Background: an optimization exercise with open tools, aiming at small area and a short achievable clock period. Do not read the settings as production practice.
The RTL was checked by simulation tests, not by an equivalence proof against the original design.
Power and IR drop assume default switching activity.

## north
// matmul_mac_array
module matmul_mac_array #(
  parameter int LANES = 16,
  parameter int DW    = 8,
  parameter int ACC_W = 32,
  parameter int KMAX  = 256
) (
  input  logic                          clk_i,
  input  logic                          rst_i,
  input  logic                          en_i,
  input  logic                          valid_i,
  input  logic                          signed_i,
  input  logic [LANES*DW-1:0]           din_i,
  input  logic [DW-1:0]                 win_i,
  output logic                          in_rdy_o,
  output logic                          vld_o,
  input  logic                          rdy_i,
  output logic [LANES*ACC_W-1:0]        matmul_o,
  output logic [$clog2(KMAX+1)-1:0]     cnt_o,
  output logic                          len_err_o,
  output logic                          ovf_o
);
make LEC_CHECK=0 CAP_MARGIN=20 CORE_MARGIN=2 CORE_UTILIZATION=40 SETUP_SLACK_MARGIN=2.0 SLEW_MARGIN=20 finish   # period 9.0 ns
run.sh (not shown) runs the stock make flow with config.mk's settings and CLKGATE_MAP_FILE= SYNTH_SCRIPT=/design/flow/synth_recipe.tcl, a recipe that flattens the netlist after the stock synthesis.
north ended with every stage complete and zero timing, DRC or antenna violations.
For south, these inputs were changed with respect to north:
==> flow/flow/run.sh (new file) <==
#!/bin/bash
# The standard layout (the standard.sh: standard synthesis, then ORFS to
# finish), with one change: the port buffers that global placement inserts
# are sky130_fd_sc_hd__buf_1 instead of the cell buffer_ports picks itself.
# Each step's full output goes to a log of its own in this folder.
set -euo pipefail
export BUFFER_PORTS_ARGS="-buffer_cell sky130_fd_sc_hd__buf_1"
bash standard.sh synth > synth.log 2>&1
bash standard.sh floorplan > floorplan.log 2>&1
bash standard.sh place > place.log 2>&1
bash standard.sh cts > cts.log 2>&1
bash standard.sh route > route.log 2>&1
bash standard.sh finish > finish.log 2>&1
==> flow/standard.sh (new file) <==
#!/bin/bash
# synth_recipe.tcl (not shown) runs the flow's synth.tcl, then flattens the netlist and writes it again
# the make line also repeats each setting of config.mk as NAME=value (left out here)
make -C /OpenROAD-flow-scripts/flow DESIGN_CONFIG=/design/flow/config.mk WORK_HOME=/design/flow/orfs CLKGATE_MAP_FILE= SYNTH_SCRIPT=/design/flow/synth_recipe.tcl "${@:-finish}"
removed: flow/run.sh
Placement-stage cell area ends up lower on south. The worst relative slew slack of south exceeds that of north by 5.2 points. Final core area utilization: south < north. Measured against each other, north and south differ in global-route usage, the higher figure coming from north. Re via count: north was higher than south.

* * *

Another version of the RTL of matmul_mac_array (not shown whole).
Size: roughly 700 flip-flops, roughly 68,000 sq um of cells after synthesis.
==> flow/config.mk <==
export PLATFORM = sky130hd
export DESIGN_NAME = matmul_mac_array
export DESIGN_NICKNAME = matmul_mac_array
export VERILOG_FILES = /design/flow/design.v
export SDC_FILE = /design/flow/constraint.sdc
export NUM_CORES = 4
export LEC_CHECK = 0
export CAP_MARGIN = 20
export CORE_MARGIN = 2
export CORE_UTILIZATION = 50
export SETUP_SLACK_MARGIN = 3.5
export SLEW_MARGIN = 20
==> flow/constraint.sdc <==
create_clock -name core_clock -period 9.0 [get_ports {clk_i}]
set_input_delay 1.8000 -clock core_clock [delete_from_list [all_inputs] [get_ports {clk_i}]]
set_output_delay 1.8000 -clock core_clock [all_outputs]
set_load 0.01 [all_outputs]
standard.sh (not shown) runs the stock make flow with config.mk's settings and CLKGATE_MAP_FILE= SYNTH_SCRIPT=/design/flow/synth_recipe.tcl, a recipe that flattens the netlist after the stock synthesis.
==> flow/flow/run.sh <==
#!/bin/bash
# The standard layout (the standard.sh: standard synthesis, then ORFS to
# finish), with one change: the port buffers that global placement inserts
# are sky130_fd_sc_hd__buf_1 instead of the cell buffer_ports picks itself.
# Each step's full output goes to a log of its own in this folder.
set -euo pipefail
export BUFFER_PORTS_ARGS="-buffer_cell sky130_fd_sc_hd__buf_1"
bash standard.sh synth > synth.log 2>&1
bash standard.sh floorplan > floorplan.log 2>&1
bash standard.sh place > place.log 2>&1
bash standard.sh cts > cts.log 2>&1
bash standard.sh route > route.log 2>&1
bash standard.sh finish > finish.log 2>&1
Change:
Settings changed: CORE_UTILIZATION 50 to 40.
The changed run went through all stages and came out clean.
Worst setup slack improves by 31 ps.
Synthesized cell count stays the same.
Design area increases slightly.
Hold slack gains 3.8 ps.
Synthesized area stays the same.
Final cell count rose by a few percent.
Change:
Settings changed: SETUP_SLACK_MARGIN 3.5 to 3.25.
The new run passed the timing, DRC and antenna checks.
Final cell count is about the same.
Final area goes down by 0.60%.
Worst setup slack gets worse by 200 ps.
Wire length goes down by 1.0%.
Clock power goes up by about 3%.
Power goes down by 0.54%.
Combinational power stays flat.

afterwards: timing with drivers on the ports:
How much do the figures lean on ideal ports? The routed layouts below were timed once more, with nothing changed but the port constraints. Step 1, drivers: a clkbuf_16 drives clk_i and a buf_2 each remaining input, both assumed. Step 2, shift: input delay + t, output delay - t, t = (earliest + latest rising clock arrival at the registers) / 2. This alone moves slack from input paths to output paths. Three values: no drivers, after step 1, after step 2; two values: the first two.
run | shift t [ns] | slack for setup (ns) | clock arrival spread, ns | worst register clock-pin slew, ns
north | 0.768 | 2.037 / 2.093 / 1.326 | 0.045 / 0.045 | 0.07 / 0.07
south | 0.782 | 2.103 / 2.149 / 1.367 | 0.053 / 0.054 | 0.06 / 0.06
the first run of note 2 | 0.787 | 3.517 / 3.515 / 2.790 | 0.026 / 0.026 | 0.07 / 0.07
the second run of note 2 | 0.815 | 3.548 / 3.532 / 2.804 | 0.064 / 0.064 | 0.07 / 0.07
the third run of note 2 | 0.816 | 3.351 / 3.266 / 2.622 | 0.030 / 0.029 | 0.06 / 0.06
After both steps setup and hold are still met in every run listed. The setup slack of the second run of note 2, which loses most, moves by -0.016 ns with the drivers and by -0.744 ns with both steps.
